This is an optimization exercise on Yosys and OpenROAD, whose aim is small area, a short achievable clock period and few clock cycles, not a production implementation.
No run shown here included a check of the RTL's function; only the layout flow was run.
Power and IR drop assume default switching activity.

===== flow/design.v =====
package stt_pkg;
  localparam int unsigned OffsetBits   = 24;
  localparam int unsigned PositionBits = 16;
  localparam logic [OffsetBits-1:0]   OffMax = {OffsetBits{1'b1}};
  localparam logic [PositionBits-1:0] PosMax = {PositionBits{1'b1}};
  localparam logic [15:0]             LenMax = 16'hFFFF;
  localparam logic [2:0] MIdle     = 3'd0;
  localparam logic [2:0] MIdent    = 3'd1;
  localparam logic [2:0] MNumber   = 3'd2;
  localparam logic [2:0] MFraction = 3'd3;
  localparam logic [2:0] MString   = 3'd4;
  localparam logic [2:0] MEscape   = 3'd5;
  localparam logic [2:0] MComment  = 3'd6;
  localparam logic [2:0] MEnded    = 3'd7;
  localparam logic [2:0] PNone  = 3'd0;
  localparam logic [2:0] PSlash = 3'd1;
  localparam logic [2:0] PEq    = 3'd2;
  localparam logic [2:0] PBang  = 3'd3;
  localparam logic [2:0] PLt    = 3'd4;
  localparam logic [2:0] PGt    = 3'd5;
  localparam logic [2:0] PDot   = 3'd6;
  localparam logic [5:0] KEnd     = 6'd0;
  localparam logic [5:0] KIdent   = 6'd1;
  localparam logic [5:0] KNumber  = 6'd2;
  localparam logic [5:0] KString  = 6'd3;
  localparam logic [5:0] KKw0     = 6'd4;
  localparam logic [5:0] KLParen  = 6'd24;
  localparam logic [5:0] KRParen  = 6'd25;
  localparam logic [5:0] KLBrace  = 6'd26;
  localparam logic [5:0] KRBrace  = 6'd27;
  localparam logic [5:0] KSemi    = 6'd28;
  localparam logic [5:0] KComma   = 6'd29;
  localparam logic [5:0] KDot     = 6'd30;
  localparam logic [5:0] KAssign  = 6'd31;
  localparam logic [5:0] KBang    = 6'd33;
  localparam logic [5:0] KLt      = 6'd35;
  localparam logic [5:0] KGt      = 6'd37;
  localparam logic [5:0] KPlus    = 6'd39;
  localparam logic [5:0] KMinus   = 6'd40;
  localparam logic [5:0] KStar    = 6'd41;
  localparam logic [5:0] KSlash   = 6'd42;
  localparam logic [5:0] KStrByte = 6'd44;
  localparam logic [5:0] KBadChar = 6'd45;
  localparam logic [5:0] KUnterm  = 6'd46;
  localparam int unsigned NumKw = 20;
  localparam logic [1:0] PosCur = 2'd0;
  localparam logic [1:0] PosRun = 2'd1;
  localparam logic [1:0] PosOp  = 2'd2;
  function automatic logic [63:0] kw_text(input int k);
    logic [63:0] w;
    w = '0;
    case (k)
      0:  w[23:0] = {"t", "e", "l"};
      1:  w[39:0] = {"t", "n", "i", "r", "p"};
      2:  w[15:0] = {"f", "i"};
      3:  w[31:0] = {"e", "s", "l", "e"};
      4:  w[39:0] = {"e", "l", "i", "h", "w"};
      5:  w[31:0] = {"e", "u", "r", "t"};
      6:  w[39:0] = {"e", "s", "l", "a", "f"};
      7:  w[23:0] = {"l", "i", "n"};
      8:  w[23:0] = {"d", "n", "a"};
      9:  w[15:0] = {"r", "o"};
      10: w[15:0] = {"i", "u"};
      11: w[31:0] = {"t", "i", "n", "i"};
      12: w[31:0] = {"t", "x", "e", "t"};
      13: w[47:0] = {"n", "o", "t", "t", "u", "b"};
      14: w[39:0] = {"t", "u", "p", "n", "i"};
      15: w[23:0] = {"n", "u", "r"};
      16: w[39:0] = {"r", "a", "e", "l", "c"};
      17: w[39:0] = {"e", "l", "t", "i", "t"};
      18: w[47:0] = {"t", "c", "e", "l", "e", "s"};
      19: w[63:0] = {"x", "o", "b", "k", "c", "e", "h", "c"};
      default: w = '0;
    endcase
    kw_text = w;
  endfunction
  function automatic int kw_len(input int k);
    int l;
    case (k)
      0, 7, 8, 15:            l = 3;
      1, 4, 6, 14, 16, 17:    l = 5;
      2, 9, 10:               l = 2;
      3, 5, 11, 12:           l = 4;
      13, 18:                 l = 6;
      19:                     l = 8;
      default:                l = 0;
    endcase
    kw_len = l;
  endfunction
endpackage
module stt_kw_match (
  input  logic [7:0]  c_i,        
  input  logic [15:0] len_i,      
  input  logic        open_i,     
  input  logic [stt_pkg::NumKw-1:0] mask_i,
  output logic [stt_pkg::NumKw-1:0] mask_o,
  output logic [5:0]  kind_o      
);
  logic short_len;
  assign short_len = len_i[15:3] == 13'd0;
  logic [63:0] w;
  always_comb begin
    for (int k = 0; k < stt_pkg::NumKw; k++) begin
      w = stt_pkg::kw_text(k);
      if (open_i) begin
        mask_o[k] = c_i == w[7:0];
      end else begin
        mask_o[k] = 1'b0;
        for (int i = 1; i < stt_pkg::kw_len(k); i++) begin
          if (short_len && len_i[2:0] == 3'(i) && c_i == w[i*8 +: 8])
            mask_o[k] = mask_i[k];
        end
      end
    end
  end
  logic [5:0] kw_kind;
  always_comb begin
    kw_kind = 6'd0;
    for (int k = 0; k < stt_pkg::NumKw; k++) begin
      if (mask_i[k] && len_i == 16'(stt_pkg::kw_len(k))) kw_kind = kw_kind | (stt_pkg::KKw0 + 6'(k));
    end
    kind_o = (kw_kind != 6'd0) ? kw_kind : stt_pkg::KIdent;
  end
endmodule
module stt_core (
  input  logic        clk_i,
  input  logic        rst_ni,
  input  logic        go_i,
  input  logic        out_ready_i,
  input  logic [7:0]  text_byte_i,
  input  logic        end_of_text_i,
  output logic        done_o,      
  output logic        out_valid_o,
  output logic [5:0]  out_kind_o,
  output logic [23:0] out_off_o,
  output logic [15:0] out_len_o,
  output logic [15:0] out_line_o,
  output logic [15:0] out_col_o,
  output logic [7:0]  out_sb_o,
  output logic        out_last_o
);
  localparam logic [1:0] LRun = 2'd3;
  logic [2:0]  mode_q, mode_d;
  logic [2:0]  pend_q, pend_d;
  logic        halt_q, halt_d;
  logic [23:0] off_q;                
  logic [15:0] line_q, col_q;
  logic        adv_q;                
  logic        lastlf_q;             
  logic [23:0] cur_off;              
  logic [15:0] cur_line, cur_col;
  logic [23:0] p_off_q;              
  logic [15:0] p_line_q, p_col_q;
  logic [15:0] len_q, len_d;
  logic        ppend_q;                     
  logic [stt_pkg::NumKw-1:0] kwm_q, kwm_d;
  logic        ov_q;
  logic [5:0]  kind_q;
  logic [7:0]  sb_q;
  logic        last_q;
  logic [1:0]  lsel_q;
  logic [7:0]  c;
  logic        eot;
  logic        is_alpha, is_digit, is_blank, is_lf, is_quote, is_bslash, is_dot, is_eq;
  logic        is_slash, is_bang, is_lt, is_gt, is_hold, is_open;
  logic [5:0]  single_kind;
  logic        is_single;
  logic [15:0] len_inc;
  logic [5:0]  kw_kind;
  logic        kw_open;
  logic        close_res, fall, fall_res, split;
  logic [5:0]  close_kind, fall_kind;
  logic [1:0]  close_pos;
  logic [1:0]  close_len, fall_len;
  logic [7:0]  sb;
  logic        open_run, hold_op, advance, emit, more;
  assign eot = end_of_text_i || (text_byte_i == 8'd0);
  assign c = text_byte_i;
  assign is_alpha  = (c >= "a" && c <= "z") || (c >= "A" && c <= "Z") || c == "_";
  assign is_digit  = c >= "0" && c <= "9";
  assign is_lf     = c == 8'h0A;
  assign is_blank  = c == " " || c == 8'h09 || c == 8'h0D || is_lf;
  assign is_quote  = c == "\"";
  assign is_bslash = c == "\\";
  assign is_dot    = c == ".";
  assign is_eq     = c == "=";
  assign is_slash  = c == "/";
  assign is_bang   = c == "!";
  assign is_lt     = c == "<";
  assign is_gt     = c == ">";
  assign is_hold   = is_slash || is_eq || is_bang || is_lt || is_gt;
  assign is_open   = is_alpha || is_digit || is_quote;
  always_comb begin
    is_single = 1'b1;
    case (c)
      "(":     single_kind = stt_pkg::KLParen;
      ")":     single_kind = stt_pkg::KRParen;
      "{":     single_kind = stt_pkg::KLBrace;
      "}":     single_kind = stt_pkg::KRBrace;
      ";":     single_kind = stt_pkg::KSemi;
      ",":     single_kind = stt_pkg::KComma;
      ".":     single_kind = stt_pkg::KDot;
      "+":     single_kind = stt_pkg::KPlus;
      "-":     single_kind = stt_pkg::KMinus;
      "*":     single_kind = stt_pkg::KStar;
      default: begin single_kind = stt_pkg::KBadChar; is_single = 1'b0; end
    endcase
  end
  assign len_inc = (len_q != stt_pkg::LenMax) ? len_q + 16'd1 : len_q;
  always_comb begin
    logic c;
    c = adv_q && off_q != stt_pkg::OffMax;
    for (int i = 0; i < 24; i++) begin cur_off[i] = off_q[i] ^ c; c = c & off_q[i]; end
    c = adv_q && lastlf_q && line_q != stt_pkg::PosMax;
    for (int i = 0; i < 16; i++) begin cur_line[i] = line_q[i] ^ c; c = c & line_q[i]; end
    c = adv_q && col_q != stt_pkg::PosMax;
    for (int i = 0; i < 16; i++) begin cur_col[i] = col_q[i] ^ c; c = c & col_q[i]; end
    if (adv_q && lastlf_q) cur_col = 16'd1;
  end
  stt_kw_match u_kw (
    .c_i(c), .len_i(len_q), .open_i(kw_open), .mask_i(kwm_q), .mask_o(kwm_d), .kind_o(kw_kind)
  );
  always_comb begin
    fall_res = 1'b1;
    fall_kind = single_kind;
    fall_len = 2'd1;
    if (eot) begin
      fall_kind = stt_pkg::KEnd; fall_len = 2'd0;
    end else if (is_blank || is_open || is_hold) begin
      fall_res = 1'b0;
    end else if (!is_single) begin
      fall_len = 2'd0;
    end
  end
  always_comb begin
    mode_d = mode_q; pend_d = pend_q; halt_d = halt_q; len_d = len_q;
    close_res = 1'b0; close_kind = stt_pkg::KEnd; close_pos = stt_pkg::PosRun; close_len = 2'd0;
    fall = 1'b0; split = 1'b0; more = 1'b0;
    kw_open = 1'b0;
    open_run = 1'b0; hold_op = 1'b0;
    sb = 8'd0;
    case (mode_q)
      stt_pkg::MString: begin
        if (eot) begin
          close_res = 1'b1; close_kind = stt_pkg::KUnterm; halt_d = 1'b1;
        end else if (is_quote) begin
          len_d = len_inc; close_res = 1'b1; close_kind = stt_pkg::KString; close_len = LRun;
          mode_d = stt_pkg::MIdle;
        end else if (is_bslash) begin
          len_d = len_inc; mode_d = stt_pkg::MEscape;
        end else begin
          len_d = len_inc; close_res = 1'b1; close_kind = stt_pkg::KStrByte; sb = c;
        end
      end
      stt_pkg::MEscape: begin
        if (eot) begin
          close_res = 1'b1; close_kind = stt_pkg::KUnterm; halt_d = 1'b1;
        end else begin
          len_d = len_inc; mode_d = stt_pkg::MString; close_res = 1'b1; close_kind = stt_pkg::KStrByte;
          sb = (c == "n") ? 8'h0A : (c == "t") ? 8'h09 : (c == "r") ? 8'h0D : c;
        end
      end
      stt_pkg::MComment: begin
        if (eot || is_lf) begin
          mode_d = stt_pkg::MIdle; fall = 1'b1;
        end
      end
      stt_pkg::MIdent: begin
        if (!eot && (is_alpha || is_digit)) begin
          len_d = len_inc;
        end else begin
          close_res = 1'b1; close_kind = kw_kind; close_len = LRun;
          mode_d = stt_pkg::MIdle; fall = 1'b1;
        end
      end
      stt_pkg::MNumber, stt_pkg::MFraction: begin
        if (pend_q == stt_pkg::PDot) begin
          if (!eot && is_digit) begin
            len_d = (len_q < 16'hFFFE) ? len_q + 16'd2 : stt_pkg::LenMax;
            mode_d = stt_pkg::MFraction; pend_d = stt_pkg::PNone;
          end else begin
            close_res = 1'b1; close_kind = stt_pkg::KNumber; close_len = LRun;
            mode_d = stt_pkg::MIdle; pend_d = stt_pkg::PDot; split = 1'b1; more = 1'b1;
          end
        end else if (!eot && is_digit) begin
          len_d = len_inc;
        end else if (!eot && is_dot && mode_q == stt_pkg::MNumber) begin
          pend_d = stt_pkg::PDot; hold_op = 1'b1;
        end else begin
          close_res = 1'b1; close_kind = stt_pkg::KNumber; close_len = LRun;
          mode_d = stt_pkg::MIdle; fall = 1'b1;
        end
      end
      stt_pkg::MEnded: begin
        close_res = 1'b1; close_kind = stt_pkg::KEnd; close_pos = stt_pkg::PosCur;
      end
      default: begin
        pend_d = stt_pkg::PNone;
        close_pos = stt_pkg::PosOp;
        case (pend_q)
          stt_pkg::PSlash: begin
            if (!eot && is_slash) begin
              mode_d = stt_pkg::MComment;
            end else begin
              close_res = 1'b1; close_kind = stt_pkg::KSlash; close_len = 2'd1; fall = 1'b1;
            end
          end
          stt_pkg::PEq, stt_pkg::PBang, stt_pkg::PLt, stt_pkg::PGt: begin
            close_res = 1'b1;
            case (pend_q)
              stt_pkg::PEq:   close_kind = stt_pkg::KAssign;
              stt_pkg::PBang: close_kind = stt_pkg::KBang;
              stt_pkg::PLt:   close_kind = stt_pkg::KLt;
              default:        close_kind = stt_pkg::KGt;
            endcase
            if (!eot && is_eq) begin
              close_kind = close_kind + 6'd1; close_len = 2'd2;
            end else begin
              close_len = 2'd1; fall = 1'b1;
            end
          end
          stt_pkg::PDot: begin
            close_res = 1'b1; close_kind = stt_pkg::KDot; close_len = 2'd1; fall = 1'b1;
          end
          default: begin
            fall = 1'b1;
          end
        endcase
      end
    endcase
    if (fall && close_res && (fall_res || (!eot && is_open && close_len == LRun))) begin
      split = 1'b1; more = fall_res;
      mode_d = stt_pkg::MIdle; pend_d = stt_pkg::PNone;
    end
    if (fall && !split) begin
      if (eot) begin
        mode_d = stt_pkg::MEnded;
      end else if (is_open) begin
        mode_d = is_alpha ? stt_pkg::MIdent : is_digit ? stt_pkg::MNumber : stt_pkg::MString;
        len_d = 16'd1; open_run = 1'b1; kw_open = 1'b1;
      end else if (is_hold) begin
        pend_d = is_slash ? stt_pkg::PSlash : is_eq ? stt_pkg::PEq : is_bang ? stt_pkg::PBang :
                 is_lt ? stt_pkg::PLt : stt_pkg::PGt;
        hold_op = 1'b1;
      end else if (!is_blank && !is_single) begin
        halt_d = 1'b1;
      end
    end
    if (halt_q) begin
      mode_d = mode_q; pend_d = pend_q; halt_d = halt_q; len_d = len_q;
      close_res = 1'b0; fall = 1'b0; split = 1'b0; open_run = 1'b0; hold_op = 1'b0;
    end
  end
  assign done_o = !split;
  assign emit = close_res || (fall && fall_res);
  assign advance = done_o && !eot && !halt_d && mode_q != stt_pkg::MEnded;
  logic [1:0]  pos_sel;
  assign pos_sel = close_res ? close_pos : stt_pkg::PosCur;
  logic p_load, p_from_last;
  assign p_load = (emit && pos_sel != stt_pkg::PosRun) || (open_run && !emit) || ppend_q;
  assign p_from_last = ppend_q || (mode_q == stt_pkg::MIdle && pend_q != stt_pkg::PNone);
  always_ff @(posedge clk_i or negedge rst_ni) begin
    if (!rst_ni) begin
      mode_q <= stt_pkg::MIdle; pend_q <= stt_pkg::PNone; halt_q <= 1'b0;
      off_q <= '0; line_q <= 16'd1; col_q <= 16'd1; adv_q <= 1'b0;
      ov_q <= 1'b0; ppend_q <= 1'b0;
    end else begin
      if (go_i) ppend_q <= open_run && emit;
      if (go_i) begin
        mode_q <= mode_d; pend_q <= pend_d; halt_q <= halt_d;
        if (advance) begin
          off_q <= cur_off; line_q <= cur_line; col_q <= cur_col; adv_q <= 1'b1;
        end
      end
      if (go_i) ov_q <= emit;
      else if (out_ready_i) ov_q <= 1'b0;
    end
  end
  always_ff @(posedge clk_i) begin
    if (go_i) begin
      len_q <= len_d;
      kwm_q <= kwm_d;
      if (advance) lastlf_q <= is_lf;
      if (p_load) begin
        p_off_q  <= p_from_last ? off_q  : cur_off;
        p_line_q <= p_from_last ? line_q : cur_line;
        p_col_q  <= p_from_last ? col_q  : cur_col;
      end
      if (emit) begin
        kind_q <= close_res ? close_kind : fall_kind;
        lsel_q <= close_res ? close_len : fall_len;
        sb_q <= sb;
        last_q <= !more;
      end
    end
  end
  assign out_valid_o = ov_q;
  assign out_kind_o  = kind_q;
  assign out_off_o   = p_off_q;
  assign out_line_o  = p_line_q;
  assign out_col_o   = p_col_q;
  assign out_len_o   = (lsel_q == LRun) ? len_q : {14'd0, lsel_q};
  assign out_sb_o    = sb_q;
  assign out_last_o  = last_q;
endmodule
module source_text_tokenizer_top (
  input  logic        clk_i,
  input  logic        rst_ni,
  input  logic        in_valid,
  output logic        in_ready,
  input  logic [7:0]  in_text_byte,
  input  logic        in_end_of_text,
  output logic        out_valid,
  input  logic        out_ready,
  output logic [5:0]  out_kind,
  output logic [23:0] out_start_offset,
  output logic [15:0] out_token_length,
  output logic [15:0] out_token_line,
  output logic [15:0] out_token_col,
  output logic [7:0]  out_string_byte,
  output logic        out_last
);
  logic       hv_q, sv_q;
  logic [7:0] hb_q, sb_q;
  logic       he_q, se_q;
  logic       take, go, done;
  assign in_ready = !sv_q;
  assign take = in_valid && !sv_q;
  assign go = hv_q && (!out_valid || out_ready);
  stt_core u_core (
    .clk_i, .rst_ni, .go_i(go), .out_ready_i(out_ready),
    .text_byte_i(hb_q), .end_of_text_i(he_q), .done_o(done),
    .out_valid_o(out_valid), .out_kind_o(out_kind), .out_off_o(out_start_offset),
    .out_len_o(out_token_length), .out_line_o(out_token_line), .out_col_o(out_token_col),
    .out_sb_o(out_string_byte), .out_last_o(out_last)
  );
  always_ff @(posedge clk_i or negedge rst_ni) begin
    if (!rst_ni) begin
      hv_q <= 1'b0; sv_q <= 1'b0;
    end else begin
      if (!hv_q || (go && done)) begin
        hv_q <= sv_q || take;
        sv_q <= sv_q && take;
      end else begin
        sv_q <= sv_q || take;
      end
    end
  end
  always_ff @(posedge clk_i) begin
    if (!hv_q || (go && done)) begin
      if (sv_q) begin
        hb_q <= sb_q; he_q <= se_q;
      end else if (take) begin
        hb_q <= in_text_byte; he_q <= in_end_of_text;
      end
    end
    if (take) begin
      sb_q <= in_text_byte; se_q <= in_end_of_text;
    end
  end
endmodule

===== flow/flow/run.sh =====
#!/bin/bash
set -euo pipefail
export BUFFER_PORTS_ARGS="-buffer_cell sky130_fd_sc_hd__buf_1"
export CTS_ARGS="-sink_clustering_enable -repair_clock_nets -dont_use_dummy_load -buf_list sky130_fd_sc_hd__clkbuf_8 -sink_buffer_max_cap_derate 0.6"
export SETUP_SLACK_MARGIN=5.5
bash standard.sh > standard_flow.log 2>&1

===== flow/standard.sh =====
#!/bin/bash
# synth_recipe.tcl (not shown) runs the flow's synth.tcl, then flattens the netlist and writes it again
# the make line also repeats each setting of config.mk as NAME=value (left out here)
make -C /OpenROAD-flow-scripts/flow DESIGN_CONFIG=/design/flow/config.mk WORK_HOME=/design/flow/orfs CLKGATE_MAP_FILE= SYNTH_SCRIPT=/design/flow/synth_recipe.tcl "${@:-finish}"

===== flow/config.mk =====
export PLATFORM = sky130hd
export DESIGN_NAME = source_text_tokenizer_top
export DESIGN_NICKNAME = source_text_tokenizer_top
export VERILOG_FILES = /design/flow/design.v
export SDC_FILE = /design/flow/constraint.sdc
export NUM_CORES = 4
export LEC_CHECK = 0
export CAP_MARGIN = 20
export CORE_MARGIN = 2
export CORE_UTILIZATION = 60
export PLACE_DENSITY = 0.7
export SLEW_MARGIN = 20

===== flow/constraint.sdc =====
create_clock -name core_clock -period 9.0 [get_ports {clk_i}]
set_input_delay 1.8000 -clock core_clock [delete_from_list [all_inputs] [get_ports {clk_i}]]
set_output_delay 1.8000 -clock core_clock [all_outputs]
set_load 0.01 [all_outputs]

==> results of run 1 <==
-- sequential cells by signal, summed over array words and instances, names as in the netlist, 2 cells and up --
register	cells
u_core.kwm_q	20
u_core.mode_q	3
u_core.line_q	16
u_core.sb_q	8
u_core.off_q	24
sb_q	8
u_core.p_line_q	16
u_core.p_col_q	16
hb_q	8
u_core.col_q	16
u_core.lsel_q	2
u_core.pend_q	3
u_core.p_off_q	24
u_core.len_q	16
u_core.kind_q	6
-- power by group --
part	leakage, uW	total [uW]	switching [uW]	internal [uW]
clock	0.000122	461	293	168
combinational	0.00381	1420	800	623
sequential	0.00208	1260	139	1120
total	0.00601	3150	1230	1910
-- stage by stage --
step                cell area [sq um]  power, uW
floorplan                       13200       1970
global placement                13500       2200
detailed placement              13500       2220
CTS                             15200       2970
global route                    15600       3280
finish                          15600       3150
-- worst min-delay path by stage --
stage	startpoint	endpoint	cells after the start
after CTS	sb_q[7]	hb_q[7]	1
after global routing	sb_q[7]	hb_q[7]	1
after global placement	u_core.col_q[0]	u_core.col_q[0]	2
after floorplan	u_core.col_q[0]	u_core.col_q[0]	2
final	sb_q[7]	hb_q[7]	1
after detailed placement	u_core.col_q[0]	u_core.col_q[0]	2
-- kinds of logic after synthesis --
kind of cell,count (synthesis)
AO/OA/AOI/OAI,268
XOR/XNOR,10
adder cells (fa/ha/maj),61
buffers and inverters,100
flip-flops,196
multiplexers,79
AND/OR/NAND/NOR,540
-- cell type report --
type / count / area share (%)
repair buffers: 258 / 12.4
well taps: 270 / 2.16
multi-input cells: 962 / 47.8
inverters: 13 / 0.432
clock buffers: 17 / 1.50
flip-flops and latches: 196 / 35.7
-- cells in the final DEF (no fill, tap or decap), drive strengths merged, types with 11 or more instances in the layout --
| master | Yosys | routed |
|---|---|---|
| edfxtp | 128 | 128 |
| inv | 12 | 12 |
| a31oi | 21 | 21 |
| and2 | 25 | 25 |
| nor2 | 94 | 94 |
| ha | 61 | 61 |
| nand2b | 11 | 11 |
| buf | 23 | 257 |
| nor2b | 14 | 14 |
| dfrtp | 66 | 66 |
| clkbuf | 64 | 18 |
| a21oi | 81 | 81 |
| and3 | 30 | 30 |
| nor4 | 11 | 11 |
| o21ai | 70 | 70 |
| mux2 | 75 | 75 |
| nand4 | 25 | 25 |
| nor3 | 22 | 22 |
| nand3 | 35 | 35 |
| nand2 | 221 | 222 |
-- what timing repair did --
item / in CTS / in global routing
buffers inserted: 106 / 34
gates resized for setup: 87 / 47
pin swaps: 25 / 21
endpoints found under the setup margin: 237 / 202
gates cloned: 10 / 1
-- routing by layer --
metal  GRT usage (%)  up-vias  routed length (microns)
met5               0        -                        0
met4            12.5        0                     1540
met3            7.08      150                     3870
met2            51.6      749                    17300
met1            48.0     5402                    15600
li1                -     5011                        -
==> run_results.csv, run 1 <==
group,metric,value,unit
finish,fillers,1277,
synthesis,syn_nets,1328,
finish,finalNonFillerCells,1716,
timing,setup-violations-final,0,
synthesis,ys_top_cells_by_area,"edfxtp_1, dfrtp_1, nand2_1",
timing,whs,0.545,ns
worst_setup_path,path_class,"flip-flop to flip-flop",
timing,min_period,5.38,ns
worst_setup_path,path_buf_inv,0,
worst_setup_path,crit_end,"u_core.p_off_q[22]",
worst_setup_path,r2r-end,"u_core.p_off_q[22]",
grt,grt_pass1_vias,10400,
grt,antenna_found_initial,0,
placed_design,routabilityCongestion,1.01,
worst_setup_path,path_common_cell,"ha_4",
synthesis,synth_top_cell_by_area,"edfxtp_1",
worst_setup_path,cp_slowest_cell,"or4_1",
grt,grt_use_total,33.8,%
outcome,status,"finished clean",
clocking,ctsRootBufferMaster,"clkbuf_8",
finish,area_delta_synth_final,26.8,%
synthesis,ys_ff_latch,196,
grt,grt_pass1_wl,57300,microns
synthesis,syn_inst,1254,
worst_setup_path,rr_worst_depth,28,
synthesis,synth_ff_type,"edfxtp_1",
clocking,clockBufferDepth,2,
detailed_routing,drt_iter0_markers,1402,
detailed_routing,antenna_left,0,
power_and_ir_drop,p_leak,0.00601,uW
finish,layout-drive-gt1-share,29.6,%
worst_setup_path,worst_ep_required_time,9.22,ns
detailed_routing,drtPass1Iterations,9,
finish,seq_area,5580,sq um
finish,multiInputGateArea,7480,sq um
hold_path,hold_class,"flip-flop to flip-flop",
timing,worst_clock_skew,0.0505,ns
clocking,cts_hold_buf,0,
timing,rsz0062_at_grt,"yes",
synthesis,synth-edff-count,128,
synthesis,async_flop_share,34.7,%
timing,setup_slack,3.62,ns
worst_setup_path,max_stage_delay,0.51,ns
clocking,clk_latency,0.49,ns
synthesis,yosys.cell_count.top_type,"nand2_1",
worst_setup_path,end_kind,"flip-flop",
die,num_io_pins,102,
synthesis,synth_compound_area_share,14.4,%
synthesis,seq_area_frac_synth,45.0,%
run,cap_violations,0,
detailed_routing,num_vias,11300,
worst_setup_path,rrSetupSlack,3.62,ns
clocking,cts_sinks,196,
detailed_routing,drc,0,
worst_setup_path,worstPathArrival,5.60,ns
worst_setup_path,startpoint,"u_core.off_q[20]",
power_and_ir_drop,ir_drop,169,uV
placed_design,dp.cells,1548,
grt,grt_overflow,0,
placed_design,dp_slack,3.56,ns
grt,grt_start_max_net_pins,69,
synthesis,syn_area_per_cell,9.83,sq um
worst_setup_path,cp-start-kind,"flip-flop",
power_and_ir_drop,powerDensity,201,nW/um^2
die,core,20200,sq um
finish,utilization,77.5,%
synthesis,ys_warn_count,3,
synthesis,yosysTopAreaCellShare,31.2,%
timing,fmax,186,MHz
timing,finalHoldViolations,0,
clocking,clk_pin_slew_worst_paths,0.09,ns
detailed_routing,via_per_inst,6.59,
detailed_routing,drt_wl_total,38300,microns
worst_setup_path,cpLargestDelayFamily,"adder cells",
placed_design,portBuffers,101,
synthesis,synth_commonest_cells,"nand2_1, edfxtp_1, nor2_1",
timing,finalSetupTns,0,ns
die,die_w,147,microns
synthesis,synth_top_family_by_area,"simple AND/OR/NAND/NOR gates",
timing,fin_crit_sh,59.8,%
finish,diodes,0,
die,dieArea,21700,sq um
detailed_routing,wire_per_inst,22.3,microns
timing,tightestPinTransition,0.949,ns
clocking,cts_made_buffers,17,
synthesis,synth_xor_area_share,0.710,%
timing,slew_headroom,36.7,%
synthesis,synthMuxAreaShare,8.39,%
synthesis,yosys.area_share.simple,21.4,%
die,die_y,147,microns
timing,final-max-slew-violation-count,0,
worst_setup_path,crit_path_max_fanout,3,
synthesis,synth_cell_types,89,
synthesis,synth_area,12300,sq um
die,row_count,52,
clocking,cts_tree,"yes",
synthesis,synthAdderAreaFrac,6.19,%
finish,nets,1522,
clocking,htreeDepth,4,
placed_design,dpl.hpwl,22300,microns
worst_setup_path,cp.depth,28,
die,initial_core_util,61.1,%
worst_setup_path,reg2reg_from,"u_core.off_q[20]",
==> run 2, diff against run 1 <==
--- a/flow/design.v
+++ b/flow/design.v
@@ -208,3 +208,12 @@
   end
-  assign len_inc = (len_q != stt_pkg::LenMax) ? len_q + 16'd1 : len_q;
+  logic [15:0] len_inc2;
+  always_comb begin
+    logic c;
+    c = len_q != stt_pkg::LenMax;
+    for (int i = 0; i < 16; i++) begin len_inc[i] = len_q[i] ^ c; c = c & len_q[i]; end
+    c = 1'b1;
+    len_inc2[0] = len_q[0];
+    for (int i = 1; i < 16; i++) begin len_inc2[i] = len_q[i] ^ c; c = c & len_q[i]; end
+    if (len_q[15:1] == 15'h7FFF) len_inc2 = stt_pkg::LenMax;
+  end
   always_comb begin
@@ -278,3 +287,3 @@
           if (!eot && is_digit) begin
-            len_d = (len_q < 16'hFFFE) ? len_q + 16'd2 : stt_pkg::LenMax;
+            len_d = len_inc2;
             mode_d = stt_pkg::MFraction; pend_d = stt_pkg::PNone;
==> run 2 against run 1 <==
Still clean. Clock power is 3% lower. Clock skew is 0.0025 ns lower. Cell count is 3.8% lower. Final area is 3.6% lower. Synthesized cell count is 2.2% lower. Worst hold slack better by 0.0051 ns. Critical path type unchanged. Largest power group is now registers.
==> run_results.csv, run 2 <==
group,metric,value,unit
outcome,status,"finished clean",
synthesis,synth-edff-count,128,
timing,final-max-slew-violation-count,0,
power_and_ir_drop,powerDensity,145,nW/um^2
clocking,cts_hold_buf,0,
die,die_y,145,microns
finish,reg_top3,"u_core.off_q: 24 flops, u_core.p_off_q: 24 flops, u_core.kwm_q: 20 flops",
synthesis,seq_area_frac_synth,46.6,%
placed_design,portBuffers,101,
finish,layout-drive-gt1-share,27.7,%
die,num_io_pins,102,
grt,grt_overflow,0,
timing,fmax,186,MHz
synthesis,synth_ff_type,"edfxtp_1",
finish,diodes,0,
synthesis,synth_cell_types,82,
worst_setup_path,cp-start-kind,"flip-flop",
timing,fin_crit_sh,59.6,%
clocking,ctsRootBufferMaster,"clkbuf_8",
clocking,cts_tree,"yes",
timing,finalHoldViolations,0,
placed_design,dpl_cell_area,13400,sq um
detailed_routing,drt_iter0_markers,1025,
worst_setup_path,end_kind,"flip-flop",
die,core,19500,sq um
synthesis,synth_area,11900,sq um
clocking,cts_sinks,196,
synthesis,yosysTopAreaCellShare,32.3,%
clocking,cts_made_buffers,17,
grt,grt_start_max_net_pins,69,
synthesis,syn_nets,1321,
worst_setup_path,path_class,"flip-flop to flip-flop",
die,initial_core_util,61.2,%
grt,grt_use_total,31.8,%
finish,final_area,15100,sq um
die,die_w,145,microns
clocking,clk_latency,0.50,ns
die,dieArea,21000,sq um
timing,finalSetupTns,0,ns
worst_setup_path,worst_ep_required_time,9.35,ns
grt,grt_pass1_wl,54000,microns
worst_setup_path,crit_path_max_fanout,2,
power_and_ir_drop,ir_drop,165,uV
clocking,clk_pin_slew_worst_paths,0.12,ns
grt,antenna_found_initial,0,
synthesis,synth_top_cell_by_area,"edfxtp_1",
timing,min_period,5.37,ns
placed_design,dpl.hpwl,21000,microns
timing,worst_clock_skew,0.0479,ns
detailed_routing,antenna_left,0,
worst_setup_path,path_common_cell,"ha_4",
finish,final_common_cell,"nand2_1",
synthesis,synth_commonest_cells,"nand2_1, edfxtp_1, nor2_1",
clocking,clockBufferDepth,2,
detailed_routing,num_vias,10700,
clocking,htreeDepth,4,
synthesis,syn_inst,1226,
worst_setup_path,max_stage_delay,0.48,ns
run,cap_violations,0,
die,row_count,51,
worst_setup_path,worstPathArrival,5.71,ns
finish,nets,1483,
synthesis,ys_top_cells_by_area,"edfxtp_1, dfrtp_1, ha_1",
detailed_routing,wire_per_inst,21.1,microns
finish,most-common-layout-cells,"nand2_1, edfxtp_1, buf_1",
grt,grt_pass1_vias,10300,
hold_path,hold_class,"flip-flop to flip-flop",
synthesis,syn_area_per_cell,9.72,sq um
placed_design,routabilityCongestion,0.950,
worst_setup_path,cp_slowest_cell,"or4_4",
detailed_routing,drtPass1Iterations,9,
timing,tightestPinTransition,1.02,ns
detailed_routing,drt_wl_total,34800,microns
worst_setup_path,cpLargestDelayFamily,"adder cells",
timing,slew_headroom,32.1,%
detailed_routing,drc,0,
worst_setup_path,path_buf_inv,0,
power_and_ir_drop,p_leak,0.00576,uW
synthesis,async_flop_share,34.7,%
synthesis,ys_warn_count,3,
synthesis,yosys.cell_count.top_type,"nand2_1",
synthesis,ys_ff_latch,196,
detailed_routing,via_per_inst,6.48,
timing,rsz0062_at_grt,"yes",
timing,setup-violations-final,0,
finish,area_delta_synth_final,26.4,%
==> run 2: power by group <==
part | internal, uW | switching, uW
combinational | 239 | 433
sequential | 1010 | 60.2
clock | 168 | 281
==> run 2: stage by stage <==
stage                     power [uW]  setup WS [ns]  hold WS [ns]  instances  utilization [%]
after global routing            2290           3.52         0.569       1651             77.4
after floorplan                 1490           3.84         0.484       1226                -
after CTS                       2130           3.60         0.530       1626             74.9
after detailed placement        1640           3.51         0.524       1529             68.9
after global placement          1630           3.64         0.506       1529             68.9
final                           2190           3.63         0.551       1651             77.4
==> run 2: layer usage <==
metal,up-vias,part of all wire [%],track usage [%]
li1,4890,-,-
met1,5184,41,42.4
met2,537,49,53.6
met3,80,7.2,4.47
met4,0,2.5,11.1
met5,-,0,0
==> run 2: area by class of cell <==
class | count | area, sq um
tap | 265 | 332
timing repair buffer | 210 | 1280
timing repair inverter | 2 | 32.5
multi-input combinational | 944 | 7530
sequential | 196 | 5560
fill | 1255 | 4400
inverter | 17 | 93.8
clock buffer | 17 | 234
==> run 2: cells by family (layout without fill, tap and decap cells) <==
family,after synthesis,count (layout),share of synthesized area (%)
AO/OA/AOI/OAI,280,285,15.6
multiplexers,52,52,4.87
buffers and inverters,92,246,3.19
XOR/XNOR,7,7,0.514
flip-flops,196,196,46.6
adder cells (fa/ha/maj),82,82,8.61
AND/OR/NAND/NOR,517,518,20.7
==> run 2: worst paths after layout <==
kind,start,end,slack (ns),cells after the start
max,u_core.off_q[0],u_core.off_q[22],3.63,27
min in group asynchronous,rst_ni,u_core.line_q[8],1.48,2
max in group asynchronous,rst_ni,u_core.off_q[19],6.79,2
min reg2reg,u_core.off_q[23],u_core.off_q[23],0.55,1
max reg2reg,u_core.off_q[0],u_core.off_q[22],3.63,27
min,u_core.off_q[23],u_core.off_q[23],0.55,1
==> run 2: worst reg2reg max path, cell delays in order, from the launching register on <==
cell	delay, ns
dfrtp_1	0.38
nand4_1	0.18
or4_4	0.48
o31a_1	0.27
ha_2	0.19
ha_4	0.16
ha_4	0.16
ha_4	0.16
ha_4	0.15
ha_4	0.16
ha_4	0.15
ha_4	0.15
ha_4	0.15
ha_4	0.15
ha_4	0.15
ha_4	0.15
ha_4	0.15
ha_4	0.16
ha_4	0.16
ha_4	0.15
ha_4	0.15
ha_4	0.15
ha_4	0.15
ha_4	0.15
ha_4	0.16
ha_4	0.16
ha_4	0.20
mux2_2	0.26
==> run 2: repair_timing <==
action,4_1_cts,5_1_grt
gates cloned,5,4
setup buffers,75,21
pin swaps,37,34
resized for setup,73,62
endpoints found under the setup margin,232,204
==> run 3, diff against run 2 <==
--- a/flow/design.v
+++ b/flow/design.v
@@ -208,22 +208,6 @@
   end
-  logic [15:0] len_inc2;
-  always_comb begin
-    logic c;
-    c = len_q != stt_pkg::LenMax;
-    for (int i = 0; i < 16; i++) begin len_inc[i] = len_q[i] ^ c; c = c & len_q[i]; end
-    c = 1'b1;
-    len_inc2[0] = len_q[0];
-    for (int i = 1; i < 16; i++) begin len_inc2[i] = len_q[i] ^ c; c = c & len_q[i]; end
-    if (len_q[15:1] == 15'h7FFF) len_inc2 = stt_pkg::LenMax;
-  end
-  always_comb begin
-    logic c;
-    c = adv_q && off_q != stt_pkg::OffMax;
-    for (int i = 0; i < 24; i++) begin cur_off[i] = off_q[i] ^ c; c = c & off_q[i]; end
-    c = adv_q && lastlf_q && line_q != stt_pkg::PosMax;
-    for (int i = 0; i < 16; i++) begin cur_line[i] = line_q[i] ^ c; c = c & line_q[i]; end
-    c = adv_q && col_q != stt_pkg::PosMax;
-    for (int i = 0; i < 16; i++) begin cur_col[i] = col_q[i] ^ c; c = c & col_q[i]; end
-    if (adv_q && lastlf_q) cur_col = 16'd1;
-  end
+  assign len_inc = (len_q != stt_pkg::LenMax) ? len_q + 16'd1 : len_q;
+  assign cur_off  = !adv_q ? 24'd0 : (off_q != stt_pkg::OffMax) ? off_q + 24'd1 : off_q;
+  assign cur_line = !adv_q ? 16'd1 : (lastlf_q && line_q != stt_pkg::PosMax) ? line_q + 16'd1 : line_q;
+  assign cur_col  = !adv_q || lastlf_q ? 16'd1 : (col_q != stt_pkg::PosMax) ? col_q + 16'd1 : col_q;
   stt_kw_match u_kw (
@@ -287,3 +271,3 @@
           if (!eot && is_digit) begin
-            len_d = len_inc2;
+            len_d = (len_q < 16'hFFFE) ? len_q + 16'd2 : stt_pkg::LenMax;
             mode_d = stt_pkg::MFraction; pend_d = stt_pkg::PNone;
@@ -373,3 +357,3 @@
       mode_q <= stt_pkg::MIdle; pend_q <= stt_pkg::PNone; halt_q <= 1'b0;
-      off_q <= '0; line_q <= 16'd1; col_q <= 16'd1; adv_q <= 1'b0;
+      adv_q <= 1'b0;
       ov_q <= 1'b0; ppend_q <= 1'b0;
@@ -379,5 +363,3 @@
         mode_q <= mode_d; pend_q <= pend_d; halt_q <= halt_d;
-        if (advance) begin
-          off_q <= cur_off; line_q <= cur_line; col_q <= cur_col; adv_q <= 1'b1;
-        end
+        if (advance) adv_q <= 1'b1;
       end
@@ -391,3 +373,5 @@
       kwm_q <= kwm_d;
-      if (advance) lastlf_q <= is_lf;
+      if (advance) begin
+        off_q <= cur_off; line_q <= cur_line; col_q <= cur_col; lastlf_q <= is_lf;
+      end
       if (p_load) begin
==> run 3 against run 2 <==
Register-to-register slack better by 1.9 ns. Critical path type unchanged. Largest cell class unchanged. Clock power is 1% higher. Sequential share of layout area rose by 5.5 points. Worst hold slack got worse by 0.0028 ns. Critical endpoint is now hb_q[6]. Sequential power up 5%. Non-clock buffer count decreased by 57. Utilization fell by 9.8 points.
==> run_results.csv, run 3 <==
group,metric,value,unit
finish,area_delta_synth_final,9.86,%
power_and_ir_drop,ir_drop,104,uV
die,num_io_pins,102,
clocking,cts_sinks,196,
die,row_count,52,
detailed_routing,drt_iter0_markers,1227,
clocking,cts_hold_buf,0,
finish,finalNonFillerCells,1704,
power_and_ir_drop,powerDensity,135,nW/um^2
clocking,ctsRootBufferMaster,"clkbuf_8",
detailed_routing,num_vias,11300,
finish,utilization,67.6,%
worst_setup_path,rrSetupSlack,5.52,ns
synthesis,seq_area_frac_synth,46.5,%
run,cap_violations,0,
timing,fin_crit_sh,38.7,%
power_and_ir_drop,internal_power,1330,uW
finish,layout-drive-gt1-share,10.5,%
die,dieArea,22000,sq um
worst_setup_path,crit_chain,"buf_4 > buf_4 > nand3_1 > o21ai_0 > a22oi_1 > nand3_1 > o311a_4 > or4_4 > a211o_4 > and3b_2",
worst_setup_path,end_kind,"flip-flop",
finish,reg_top3,"u_core.off_q: 24 flops, u_core.p_off_q: 24 flops, u_core.kwm_q: 20 flops",
grt,grt_pass1_vias,10200,
synthesis,ys_top_cells_by_area,"edfxtp_1, nor2_1, nand2_1",
die,core,20400,sq um
placed_design,portBuffers,101,
synthesis,synth_commonest_cells,"edfxtp_1, nor2_1, nand2_1",
clocking,cts_tree,"yes",
finish,nets,1459,
synthesis,synth_top_cell_by_area,"edfxtp_1",
timing,tightestPinTransition,0.913,ns
hold_path,min_path_cells,1,
placed_design,routabilityCongestion,0.950,
detailed_routing,drt_wl_total,34900,microns
synthesis,syn_inst,1356,
synthesis,yosys.cell_count.top_type,"edfxtp_1",
timing,setup-violations-final,0,
timing,fmax,287,MHz
worst_setup_path,crit_path_max_fanout,13,
placed_design,dpl.hpwl,22900,microns
synthesis,ys_ff_latch,196,
synthesis,synth-edff-count,184,
synthesis,synth_cell_types,89,
outcome,status,"finished clean",
worst_setup_path,max_stage_delay,0.57,ns
timing,worst_clock_skew,0.0331,ns
finish,final_common_cell,"edfxtp_1",
grt,grt_pass1_wl,54100,microns
power_and_ir_drop,pwr-share-comb,15.3,%
synthesis,yosysTopAreaCellShare,44.1,%
placed_design,dp.cells,1638,
clocking,htreeDepth,4,
finish,diodes,0,
timing,final-max-slew-violation-count,0,
synthesis,synth_ff_type,"edfxtp_1",
grt,grt_overflow,0,
timing,finalSetupTns,0,ns
power_and_ir_drop,p_leak,0.00460,uW
worst_setup_path,cpLargestDelayFamily,"simple AND/OR/NAND/NOR gates",
timing,min_period,3.48,ns
detailed_routing,via_per_inst,6.61,
worst_setup_path,rr_worst_depth,10,
worst_setup_path,path_buf_inv,2,
grt,antenna_found_initial,0,
worst_setup_path,cp.depth,10,
timing,rsz0062_at_grt,"no",
die,initial_core_util,61.5,%
synthesis,ys_warn_count,3,
power_and_ir_drop,p_sw,526,uW
hold_path,hold_class,"flip-flop to flip-flop",
detailed_routing,drc,0,
power_and_ir_drop,seqPwrFrac,60.3,%
worst_setup_path,worstPathArrival,3.69,ns
finish,most-common-layout-cells,"edfxtp_1, nor2_1, nand2_1",
synthesis,syn_nets,1379,
detailed_routing,wire_per_inst,20.5,microns
grt,grt_start_max_net_pins,68,
power_and_ir_drop,clockPowerShare,24.4,%
timing,finalHoldViolations,0,
power_and_ir_drop,power.total,1860,uW
grt,grt_use_total,31.1,%
clocking,clockBufferDepth,2,
clocking,clk_pin_slew_worst_paths,0.09,ns
detailed_routing,drtPass1Iterations,6,
worst_setup_path,path_class,"flip-flop to flip-flop",
timing,slew_headroom,39.0,%
worst_setup_path,cp-start-kind,"flip-flop",
die,die_y,148,microns
die,die_w,148,microns
worst_setup_path,cp_slowest_cell,"or4_4",
synthesis,async_flop_share,6.12,%
power_and_ir_drop,switching_share,28.3,%
synthesis,synth_area,12500,sq um
synthesis,syn_area_per_cell,9.24,sq um
clocking,cts_made_buffers,17,
detailed_routing,antenna_left,0,
clocking,clk_latency,0.48,ns
worst_setup_path,worst_ep_required_time,9.20,ns
[run 3: kinds of logic after synthesis]
group,after synthesis,share of synthesized area (%)
mux,34,2.88
xor+xnor,48,3.36
flops,196,46.5
simple gates,602,24.3
buf+inv,117,3.68
compound gates,349,18.3
fa+ha+maj,10,0.999
[run 3: final timing paths]
kind,from,to
max,hb_q[1],hb_q[6]
min,sb_q[3],hb_q[3]
max reg2reg,hb_q[1],hb_q[6]
min reg2reg,sb_q[3],hb_q[3]
max in group asynchronous,rst_ni,u_core.pend_q[1]
min in group asynchronous,rst_ni,u_core.halt_q
[run 3: repair_timing]
| item | CTS | global route |
|---|---|---|
| resized for setup | 26 | 19 |
| endpoints found under the setup margin | 200 | 166 |
| endpoints found under the hold margin | 0 | 0 |
| gates cloned | 3 | 2 |
| pin swaps | 8 | 13 |
| setup buffers | 28 | 16 |
[run 3: power by group through the flow]
stage	sequential, uW	clock (uW)	combinational, uW
floorplan	1130	0	165
global placement	1150	0	220
detailed placement	1150	0	222
CTS	1120	457	264
global route	1130	490	307
finish	1120	454	285
[run 3: cell type report]
| class | count | area, sq um |
|---|---|---|
| well taps | 270 | 338 |
| repair buffers | 153 | 798 |
| fillers | 1692 | 6610 |
| flip-flops and latches | 196 | 5830 |
| inverters | 20 | 81.3 |
| multi-input cells | 1048 | 6470 |
| clock buffers | 17 | 234 |
[run 3: stage by stage]
step / hold slack (ns) / worst slack (ns) / cell area [sq um]
6_report: 0.548 / 5.52 / 13800
5_1_grt: 0.556 / 5.47 / 13800
4_1_cts: 0.549 / 5.46 / 13500
3_5_place_dp: 0.536 / 4.70 / 12900
3_3_place_gp: 0.536 / 4.72 / 12900
2_1_floorplan: 0.484 / 5.50 / 12600
[run 3: worst reg2reg max path: cells and delay by family, from the launching register on]
kind	cells	cell delay (ns)
AOI/OAI and AO/OA	4	1.15
DFF	1	0.49
and+or+nand+nor	4	1.16
buffers and inverters	2	0.43
[run 3: layer usage]
metal  wire length (microns)  vias to the layer above  global-route usage (%)
met5                       0                        -                       0
met4                    1520                        0                    14.1
li1                        -                     5225                       -
met2                   16900                      630                    51.5
met3                    2540                      138                    4.26
met1                   13900                     5268                    41.0
==> run 4, diff against run 3 <==
--- a/flow/design.v
+++ b/flow/design.v
@@ -89,2 +89,34 @@
   endfunction
+  function automatic logic [23:0] sat_inc24(input logic [23:0] x, input logic en);
+    logic [5:0] g;
+    logic [23:0] r;
+    logic bc, c;
+    for (int k = 0; k < 6; k++) g[k] = &x[4*k +: 4];
+    bc = en && !(&g);
+    for (int k = 0; k < 6; k++) begin
+      c = bc;
+      for (int j = 0; j < 4; j++) begin
+        r[4*k+j] = x[4*k+j] ^ c;
+        c = c & x[4*k+j];
+      end
+      bc = bc & g[k];
+    end
+    sat_inc24 = r;
+  endfunction
+  function automatic logic [15:0] sat_inc16(input logic [15:0] x, input logic en);
+    logic [3:0] g;
+    logic [15:0] r;
+    logic bc, c;
+    for (int k = 0; k < 4; k++) g[k] = &x[4*k +: 4];
+    bc = en && !(&g);
+    for (int k = 0; k < 4; k++) begin
+      c = bc;
+      for (int j = 0; j < 4; j++) begin
+        r[4*k+j] = x[4*k+j] ^ c;
+        c = c & x[4*k+j];
+      end
+      bc = bc & g[k];
+    end
+    sat_inc16 = r;
+  endfunction
 endpackage
@@ -209,5 +241,5 @@
   assign len_inc = (len_q != stt_pkg::LenMax) ? len_q + 16'd1 : len_q;
-  assign cur_off  = !adv_q ? 24'd0 : (off_q != stt_pkg::OffMax) ? off_q + 24'd1 : off_q;
-  assign cur_line = !adv_q ? 16'd1 : (lastlf_q && line_q != stt_pkg::PosMax) ? line_q + 16'd1 : line_q;
-  assign cur_col  = !adv_q || lastlf_q ? 16'd1 : (col_q != stt_pkg::PosMax) ? col_q + 16'd1 : col_q;
+  assign cur_off  = stt_pkg::sat_inc24(off_q, adv_q);
+  assign cur_line = stt_pkg::sat_inc16(line_q, adv_q && lastlf_q);
+  assign cur_col  = (adv_q && lastlf_q) ? 16'd1 : stt_pkg::sat_inc16(col_q, adv_q);
   stt_kw_match u_kw (
@@ -357,3 +389,3 @@
       mode_q <= stt_pkg::MIdle; pend_q <= stt_pkg::PNone; halt_q <= 1'b0;
-      adv_q <= 1'b0;
+      off_q <= '0; line_q <= 16'd1; col_q <= 16'd1; adv_q <= 1'b0;
       ov_q <= 1'b0; ppend_q <= 1'b0;
@@ -363,3 +395,5 @@
         mode_q <= mode_d; pend_q <= pend_d; halt_q <= halt_d;
-        if (advance) adv_q <= 1'b1;
+        if (advance) begin
+          off_q <= cur_off; line_q <= cur_line; col_q <= cur_col; adv_q <= 1'b1;
+        end
       end
@@ -373,5 +407,3 @@
       kwm_q <= kwm_d;
-      if (advance) begin
-        off_q <= cur_off; line_q <= cur_line; col_q <= cur_col; lastlf_q <= is_lf;
-      end
+      if (advance) lastlf_q <= is_lf;
       if (p_load) begin
==> run 4 against run 3 <==
Still clean. Clock skew is 0.0096 ns higher. Power is 24% higher. Worst hold slack worse by 0.012 ns. Wire length is 0.62% higher. Critical path depth stayed put. Worst setup slack better by 0.0088 ns. Flip-flop and latch count stayed put. Sequential power hardly changed. Synthesized area is 3.5% lower.
==> run_results.csv, run 4 <==
group,metric,value,unit
clocking,cts_sinks,196,
detailed_routing,antenna_left,0,
grt,grt_pass1_vias,9864,
worst_setup_path,startpoint,"out_ready",
worst_setup_path,crit_chain,"buf_1 > nand2b_4 > nand2_8 > or2_4 > clkinv_16 > nand4_1 > a41oi_2 > buf_12 > and2_4 > mux2_2",
synthesis,ys_top_cells_by_area,"edfxtp_1, dfrtp_1, nand2_1",
die,row_count,51,
clocking,cts_made_buffers,17,
power_and_ir_drop,seqPwrFrac,47.5,%
worst_setup_path,worstPathArrival,3.83,ns
synthesis,async_flop_share,34.7,%
synthesis,synth-edff-count,128,
detailed_routing,wire_per_inst,21.4,microns
worst_setup_path,path_class,"input pin to flip-flop",
power_and_ir_drop,p_sw,873,uW
synthesis,synth_ff_type,"edfxtp_1",
worst_setup_path,end_kind,"flip-flop",
detailed_routing,drt_wl_total,35100,microns
detailed_routing,wl_met2,15400,microns
placed_design,routabilityCongestion,0.992,
run,cap_violations,0,
detailed_routing,drtPass1Iterations,6,
detailed_routing,wl_met3,3500,microns
timing,fin_crit_sh,38.6,%
synthesis,syn_area_per_cell,9.43,sq um
synthesis,synth_top_cell_by_area,"edfxtp_1",
worst_setup_path,cp_slowest_cell,"or2_4",
power_and_ir_drop,pwr-share-comb,33.3,%
hold_path,hold_class,"flip-flop to flip-flop",
finish,area_delta_synth_final,10.4,%
detailed_routing,via_per_inst,6.65,
clocking,clk_latency,0.48,ns
placed_design,dpl.hpwl,22600,microns
placed_design,dp_slack,4.22,ns
power_and_ir_drop,powerDensity,174,nW/um^2
timing,finalSetupTns,0,ns
power_and_ir_drop,p_leak,0.00519,uW
grt,grt_pass1_wl,54800,microns
finish,reg_top3,"u_core.off_q: 24 flops, u_core.p_off_q: 24 flops, u_core.kwm_q: 20 flops",
detailed_routing,drc,0,
timing,setup_slack,5.53,ns
worst_setup_path,reg2reg_from,"hb_q[0]",
detailed_routing,wl_met1,14900,microns
timing,tightestPinTransition,1.02,ns
power_and_ir_drop,switching_share,37.7,%
worst_setup_path,crit_path_max_fanout,17,
die,dieArea,21300,sq um
timing,finalHoldViolations,0,
synthesis,syn_nets,1343,
power_and_ir_drop,internal_power,1440,uW
timing,final-max-slew-violation-count,0,
timing,min_period,3.47,ns
synthesis,yosysTopAreaCellShare,31.8,%
timing,setup-violations-final,0,
finish,final_common_cell,"nand2_1",
timing,fmax,288,MHz
clocking,cts_tree,"yes",
timing,slew_headroom,32.3,%
grt,antenna_found_initial,0,
grt,grt_use_total,32.4,%
synthesis,synth_area,12100,sq um
finish,layout-drive-gt1-share,12.7,%
detailed_routing,num_vias,10900,
synthesis,synth_commonest_cells,"nand2_1, edfxtp_1, nor2_1",
worst_setup_path,cp-start-kind,"input pin",
synthesis,syn_inst,1281,
outcome,status,"finished clean",
die,initial_core_util,61.7,%
power_and_ir_drop,clockPowerShare,19.2,%
die,die_y,146,microns
synthesis,seq_area_frac_synth,45.9,%
placed_design,portBuffers,101,
power_and_ir_drop,ir_drop,138,uV
die,num_io_pins,102,
hold_path,hp-start,"u_core.off_q[19]",
clocking,clk_pin_slew_worst_paths,0.09,ns
worst_setup_path,max_stage_delay,0.35,ns
timing,rsz0062_at_grt,"yes",
finish,most-common-layout-cells,"nand2_1, edfxtp_1, buf_1",
finish,diodes,0,
synthesis,synth_cell_types,85,
clocking,htreeDepth,4,
detailed_routing,drt_iter0_markers,1223,
clocking,clockBufferDepth,2,
die,die_w,146,microns
worst_setup_path,worst_ep_required_time,9.36,ns
detailed_routing,highest_layer,"met4",
synthesis,ys_warn_count,3,
die,core,19600,sq um
timing,worst_clock_skew,0.0427,ns
grt,grt_start_max_net_pins,69,
clocking,cts_hold_buf,0,
synthesis,yosys.cell_count.top_type,"nand2_1",
grt,grt_overflow,0,
finish,nets,1437,
synthesis,ys_ff_latch,196,
clocking,ctsRootBufferMaster,"clkbuf_8",
-- run 4: cell count changes in the layout (fill, tap and decap cells not counted), sizes merged, moves of 18 or more --
cell and change:
xor2 -18, mux2 +25, ha +39, mux2i -18, nor2 -66, nand2 +64, dfrtp +54, edfxtp -56
-- run 4: logic make-up (layout without fill, tap and decap cells) --
kind of cell	Yosys count	in the layout	share of synthesized area (%)
simple gates	547	556	21.7
compound gates	320	321	17.5
flops	196	196	45.9
buf+inv	100	182	3.89
fa+ha+maj	49	49	5.07
mux	41	41	3.88
xor+xnor	28	28	2.03
-- run 4: area by class of cell --
type	count	area (sq um)
fill	1635	6250
multi-input combinational	995	6340
clock buffer	17	234
timing repair buffer	147	781
tap	265	332
inverter	17	90.1
sequential	196	5550
timing repair inverter	1	11.3
-- run 4: routing by layer --
metal	up-vias	track usage (%)
li1	4955	-
met1	5156	47.4
met2	673	48.6
met3	115	5.74
met4	0	11.6
met5	-	0
-- run 4: timing repair --
action,4_1_cts,5_1_grt
gates cloned,9,3
resized for setup,23,19
pin swaps,4,6
setup endpoints to repair,212,207
setup buffers,18,14
endpoints found under the hold margin,0,0
-- run 4: path summary, 6_finish.rpt --
path | slack [ns] | end | depth (start not counted)
min | 0.54 | u_core.off_q[19] | 1
min reg2reg | 0.54 | u_core.off_q[19] | 1
max in group asynchronous | 6.78 | u_core.mode_q[2] | 2
max | 5.53 | u_core.off_q[18] | 10
min in group asynchronous | 1.54 | u_core.col_q[10] | 2
max reg2reg | 5.58 | u_core.col_q[1] | 9
-- run 4: per-stage QoR --
stage	total power, uW	cell area, sq um	instances	util (%)	hold WS (ns)
3_5_place_dp	1760	12600	1577	64.1	0.515
5_1_grt	2420	13300	1638	68.1	0.556
3_3_place_gp	1760	12600	1577	64.1	0.506
2_1_floorplan	1590	12200	1281	-	0.485
6_report	2320	13300	1638	68.1	0.536
4_1_cts	2260	13100	1621	67.0	0.531
-- run 4: power groups by stage --
stage | Combinational [uW] | Clock, uW | Sequential, uW
floorplan | 517 | 0 | 1070
global placement | 639 | 0 | 1120
detailed placement | 641 | 0 | 1120
CTS | 713 | 451 | 1100
global route | 830 | 483 | 1110
finish | 771 | 446 | 1100
-- run 4: worst max-delay path, delay by kind of cell --
family                 cells  cell delay (ns)
buffers and inverters      3             0.38
AOI/OAI and AO/OA          1             0.29
and+or+nand+nor            5             1.00
muxes                      1             0.35
==> run 5, diff against run 4 <==
--- a/flow/design.v
+++ b/flow/design.v
@@ -89,33 +89,32 @@
   endfunction
-  function automatic logic [23:0] sat_inc24(input logic [23:0] x, input logic en);
-    logic [5:0] g;
-    logic [23:0] r;
-    logic bc, c;
-    for (int k = 0; k < 6; k++) g[k] = &x[4*k +: 4];
-    bc = en && !(&g);
-    for (int k = 0; k < 6; k++) begin
-      c = bc;
-      for (int j = 0; j < 4; j++) begin
-        r[4*k+j] = x[4*k+j] ^ c;
-        c = c & x[4*k+j];
-      end
-      bc = bc & g[k];
-    end
-    sat_inc24 = r;
-  endfunction
-  function automatic logic [15:0] sat_inc16(input logic [15:0] x, input logic en);
-    logic [3:0] g;
-    logic [15:0] r;
-    logic bc, c;
-    for (int k = 0; k < 4; k++) g[k] = &x[4*k +: 4];
-    bc = en && !(&g);
-    for (int k = 0; k < 4; k++) begin
-      c = bc;
-      for (int j = 0; j < 4; j++) begin
-        r[4*k+j] = x[4*k+j] ^ c;
-        c = c & x[4*k+j];
-      end
-      bc = bc & g[k];
-    end
-    sat_inc16 = r;
+  typedef struct packed {
+    logic eot;       
+    logic alpha;     
+    logic digit;     
+    logic blank;     
+    logic lf;
+    logic quote;
+    logic bslash;
+    logic dot;
+    logic eq;
+    logic slash;
+    logic hold;      
+    logic single;    
+  } cls_t;
+  function automatic cls_t classify(input logic [7:0] c, input logic end_of_text);
+    cls_t k;
+    k.eot    = end_of_text || c == 8'd0;
+    k.alpha  = (c >= "a" && c <= "z") || (c >= "A" && c <= "Z") || c == "_";
+    k.digit  = c >= "0" && c <= "9";
+    k.lf     = c == 8'h0A;
+    k.blank  = c == " " || c == 8'h09 || c == 8'h0D || c == 8'h0A;
+    k.quote  = c == "\"";
+    k.bslash = c == "\\";
+    k.dot    = c == ".";
+    k.eq     = c == "=";
+    k.slash  = c == "/";
+    k.hold   = c == "/" || c == "=" || c == "!" || c == "<" || c == ">";
+    k.single = c == "(" || c == ")" || c == "{" || c == "}" || c == ";" || c == "," ||
+               c == "." || c == "+" || c == "-" || c == "*";
+    classify = k;
   endfunction
@@ -162,3 +161,3 @@
   input  logic [7:0]  text_byte_i,
-  input  logic        end_of_text_i,
+  input  stt_pkg::cls_t cls_i,        
   output logic        done_o,      
@@ -208,13 +207,13 @@
   logic        open_run, hold_op, advance, emit, more;
-  assign eot = end_of_text_i || (text_byte_i == 8'd0);
+  assign eot = cls_i.eot;
   assign c = text_byte_i;
-  assign is_alpha  = (c >= "a" && c <= "z") || (c >= "A" && c <= "Z") || c == "_";
-  assign is_digit  = c >= "0" && c <= "9";
-  assign is_lf     = c == 8'h0A;
-  assign is_blank  = c == " " || c == 8'h09 || c == 8'h0D || is_lf;
-  assign is_quote  = c == "\"";
-  assign is_bslash = c == "\\";
-  assign is_dot    = c == ".";
-  assign is_eq     = c == "=";
-  assign is_slash  = c == "/";
+  assign is_alpha  = cls_i.alpha;
+  assign is_digit  = cls_i.digit;
+  assign is_lf     = cls_i.lf;
+  assign is_blank  = cls_i.blank;
+  assign is_quote  = cls_i.quote;
+  assign is_bslash = cls_i.bslash;
+  assign is_dot    = cls_i.dot;
+  assign is_eq     = cls_i.eq;
+  assign is_slash  = cls_i.slash;
   assign is_bang   = c == "!";
@@ -222,6 +221,6 @@
   assign is_gt     = c == ">";
-  assign is_hold   = is_slash || is_eq || is_bang || is_lt || is_gt;
+  assign is_hold   = cls_i.hold;
   assign is_open   = is_alpha || is_digit || is_quote;
+  assign is_single = cls_i.single;
   always_comb begin
-    is_single = 1'b1;
     case (c)
@@ -237,3 +236,3 @@
       "*":     single_kind = stt_pkg::KStar;
-      default: begin single_kind = stt_pkg::KBadChar; is_single = 1'b0; end
+      default: single_kind = stt_pkg::KBadChar;
     endcase
@@ -241,5 +240,6 @@
   assign len_inc = (len_q != stt_pkg::LenMax) ? len_q + 16'd1 : len_q;
-  assign cur_off  = stt_pkg::sat_inc24(off_q, adv_q);
-  assign cur_line = stt_pkg::sat_inc16(line_q, adv_q && lastlf_q);
-  assign cur_col  = (adv_q && lastlf_q) ? 16'd1 : stt_pkg::sat_inc16(col_q, adv_q);
+  assign cur_off  = (adv_q && off_q != stt_pkg::OffMax) ? off_q + 24'd1 : off_q;
+  assign cur_line = (adv_q && lastlf_q && line_q != stt_pkg::PosMax) ? line_q + 16'd1 : line_q;
+  assign cur_col  = (adv_q && lastlf_q) ? 16'd1 :
+                    (adv_q && col_q != stt_pkg::PosMax) ? col_q + 16'd1 : col_q;
   stt_kw_match u_kw (
@@ -383,5 +383,2 @@
   assign pos_sel = close_res ? close_pos : stt_pkg::PosCur;
-  logic p_load, p_from_last;
-  assign p_load = (emit && pos_sel != stt_pkg::PosRun) || (open_run && !emit) || ppend_q;
-  assign p_from_last = ppend_q || (mode_q == stt_pkg::MIdle && pend_q != stt_pkg::PNone);
   always_ff @(posedge clk_i or negedge rst_ni) begin
@@ -408,6 +405,6 @@
       if (advance) lastlf_q <= is_lf;
-      if (p_load) begin
-        p_off_q  <= p_from_last ? off_q  : cur_off;
-        p_line_q <= p_from_last ? line_q : cur_line;
-        p_col_q  <= p_from_last ? col_q  : cur_col;
+      if (emit && pos_sel == stt_pkg::PosCur || open_run && !emit) begin
+        p_off_q <= cur_off; p_line_q <= cur_line; p_col_q <= cur_col;
+      end else if (emit && pos_sel == stt_pkg::PosOp || ppend_q) begin
+        p_off_q <= off_q; p_line_q <= line_q; p_col_q <= col_q;
       end
@@ -449,4 +446,9 @@
   logic [7:0] hb_q, sb_q;
-  logic       he_q, se_q;
+  logic       se_q;
+  stt_pkg::cls_t hc_q;
   logic       take, go, done;
+  logic [7:0] nb;
+  logic       ne;
+  assign nb = sv_q ? sb_q : in_text_byte;
+  assign ne = sv_q ? se_q : in_end_of_text;
   assign in_ready = !sv_q;
@@ -456,3 +458,3 @@
     .clk_i, .rst_ni, .go_i(go), .out_ready_i(out_ready),
-    .text_byte_i(hb_q), .end_of_text_i(he_q), .done_o(done),
+    .text_byte_i(hb_q), .cls_i(hc_q), .done_o(done),
     .out_valid_o(out_valid), .out_kind_o(out_kind), .out_off_o(out_start_offset),
@@ -475,6 +477,4 @@
     if (!hv_q || (go && done)) begin
-      if (sv_q) begin
-        hb_q <= sb_q; he_q <= se_q;
-      end else if (take) begin
-        hb_q <= in_text_byte; he_q <= in_end_of_text;
+      if (sv_q || take) begin
+        hb_q <= nb; hc_q <= stt_pkg::classify(nb, ne);
       end
==> flow/run.sh (new file) <==
#!/bin/bash
# synth_recipe.tcl (not shown) runs the flow's synth.tcl, then flattens the netlist and writes it again
# the make line also repeats each setting of config.mk as NAME=value (left out here)
make -C /OpenROAD-flow-scripts/flow DESIGN_CONFIG=/design/flow/config.mk WORK_HOME=/design/flow/orfs CLKGATE_MAP_FILE= SYNTH_SCRIPT=/design/flow/synth_recipe.tcl finish
--- a/flow/config.mk
+++ b/flow/config.mk
@@ -9,4 +9,5 @@
 export CORE_MARGIN = 2
-export CORE_UTILIZATION = 60
-export PLACE_DENSITY = 0.7
+export CORE_UTILIZATION = 30
+export PLACE_DENSITY = 0.45
+export SETUP_SLACK_MARGIN = 5
 export SLEW_MARGIN = 20
removed: flow/flow/run.sh
removed: flow/standard.sh
==> run 5 against run 4 <==
Flip-flop and latch count is 11 higher. Clock skew is 0.022 ns lower. Register-to-register slack got worse by 0.39 ns. Synthesized cell count increased by 5.6%. Critical path type is now flip-flop to output port. Critical path depth shrank 8. Worst hold slack lost 0.031 ns. Largest power group is now clock. Largest cell class unchanged.
==> run_results.csv, run 5 <==
group,metric,value,unit
power_and_ir_drop,powerDensity,150,nW/um^2
synthesis,syn_area_per_cell,9.44,sq um
grt,grt_pass1_wl,60800,microns
timing,finalHoldViolations,0,
synthesis,async_flop_share,32.9,%
synthesis,syn_inst,1353,
worst_setup_path,rrSetupSlack,5.19,ns
timing,rsz0062_at_grt,"yes",
die,row_count,75,
clocking,cts_hold_buf,0,
synthesis,synth_cell_types,95,
clocking,clk_pin_slew_worst_paths,0.06,ns
synthesis,synth_area,12800,sq um
worst_setup_path,cp_slowest_cell,"edfxtp_1",
synthesis,synth_top_family_by_area,"simple AND/OR/NAND/NOR gates",
power_and_ir_drop,p_leak,0.00563,uW
grt,antenna_found_initial,0,
synthesis,synthMuxAreaShare,1.41,%
finish,nets,1424,
timing,final-max-slew-violation-count,0,
detailed_routing,drtPass1Iterations,5,
detailed_routing,antenna_left,0,
worst_setup_path,worstPathArrival,2.11,ns
outcome,status,"finished clean",
synthesis,synth-edff-count,139,
worst_setup_path,worst_ep_required_time,7.20,ns
grt,grt_overflow,0,
detailed_routing,drt_iter0_markers,894,
synthesis,yosysTopAreaCellShare,32.7,%
detailed_routing,drt_wl_total,38500,microns
clocking,cts_sinks,207,
synthesis,ys_warn_count,3,
finish,layout-drive-gt1-share,7.75,%
detailed_routing,num_vias,10700,
finish,final_common_cell,"edfxtp_1",
worst_setup_path,max_stage_delay,0.76,ns
synthesis,synth_xor_area_share,6.10,%
die,die_y,210,microns
clocking,ctsRootBufferMaster,"clkbuf_16",
timing,fin_crit_sh,43.4,%
placed_design,routabilityCongestion,0.880,
synthesis,ys_top_cells_by_area,"edfxtp_1, dfrtp_1, xor2_1",
clocking,cts_made_buffers,26,
clocking,clk_latency,0.56,ns
synthesis,synth_ff_type,"edfxtp_1",
timing,finalSetupTns,0,ns
synthesis,synth_compound_area_share,17.8,%
placed_design,dpl.hpwl,26000,microns
die,die_w,210,microns
## run 5: layout make-up
class	count	area, sq um	share of cell area (%)
well taps	539	674	4.47
clock buffers	38	737	4.88
repair buffers	114	1130	7.46
inverters	38	143	0.945
flip-flops and latches	207	5880	39.0
multi-input cells	1013	6380	42.3
clock inverters	10	153	1.01
## run 5: routing by layer
metal | global-route usage (%) | vias to the layer above | wire (microns) | part of all wire (%)
met1 | 25.4 | 5231 | 18400 | 48
met5 | 0 | - | 0 | 0
met4 | 4.50 | 0 | 675 | 1.8
li1 | - | 5140 | - | -
met3 | 2.85 | 45 | 2320 | 6.0
met2 | 26.2 | 313 | 17100 | 44
## run 5: repair_timing
item | CTS | global route
gates resized for setup | 7 | 5
setup endpoints to repair | 136 | 128
setup buffers | 1 | 2
## run 5: final timing paths
check | end | cells past startpoint | from
setup / recovery | out_token_length[3] | 2 | u_core.len_q[3]
hold / removal | u_core.off_q[22] | 1 | u_core.off_q[22]
setup reg to reg | u_core.p_col_q[8] | 8 | hc_q[11]
hold reg to reg | u_core.off_q[22] | 1 | u_core.off_q[22]
max in group asynchronous | u_core.adv_q | 1 | rst_ni
min in group asynchronous | u_core.col_q[5] | 1 | rst_ni
## run 5: report_power, final
| part | switching (uW) | internal [uW] | total, uW |
|---|---|---|---|
| registers | 16.0 | 1020 | 1040 |
| clock network | 420 | 679 | 1100 |
| logic | 88.3 | 36.6 | 125 |
## run 5: through the flow
step | util, % | hold WS [ns] | setup WS [ns] | cells
6_report | 36.0 | 0.505 | 5.09 | 1959
5_1_grt | 36.0 | 0.525 | 5.00 | 1959
4_1_cts | 35.8 | 0.506 | 5.00 | 1957
3_5_place_dp | 33.7 | 0.492 | 3.84 | 1908
3_3_place_gp | 33.7 | 0.490 | 3.89 | 1908
2_1_floorplan | - | 0.445 | 5.26 | 1353
## run 5: critical path: cells and delay by family, from the launching register on
kind                   cells  cell delay [ns]
flip-flops                 1             0.76
buffers and inverters      1             0.53
AND/OR/NAND/NOR            1             0.26
## run 5: logic make-up after synthesis
family                   count (synthesis)
AO/OA/AOI/OAI                          346
buffers and inverters                  133
flip-flops                             207
AND/OR/NAND/NOR                        549
XOR/XNOR                                89
multiplexers                            17
adder cells (fa/ha/maj)                 12

## separate check: timing with driven ports
No port has a modelled driver above. Below, the same layouts with a new extraction and two added sets of constraints. Step 1, drivers: a clkbuf_16 drives clk_i and a buf_2 each remaining input, both assumed. Step 2, shift: input delay + t, output delay - t, t = (earliest + latest rising clock arrival at the registers) / 2. This alone moves slack from input paths to output paths. Three values: ideal ports, drivers, drivers and shift; two values: the first two.
| run | t, ns | slack for setup (ns) |
|---|---|---|
| run 1 | 0.510 | 3.622 / 3.622 / 3.622 |
| run 2 | 0.518 | 3.634 / 3.634 / 3.634 |
| run 3 | 0.503 | 5.518 / 5.518 / 5.151 |
| run 4 | 0.504 | 5.527 / 5.509 / 5.005 |
| run 5 | 0.603 | 5.093 / 5.036 / 4.661 |
After both steps setup and hold are still met in every run listed.
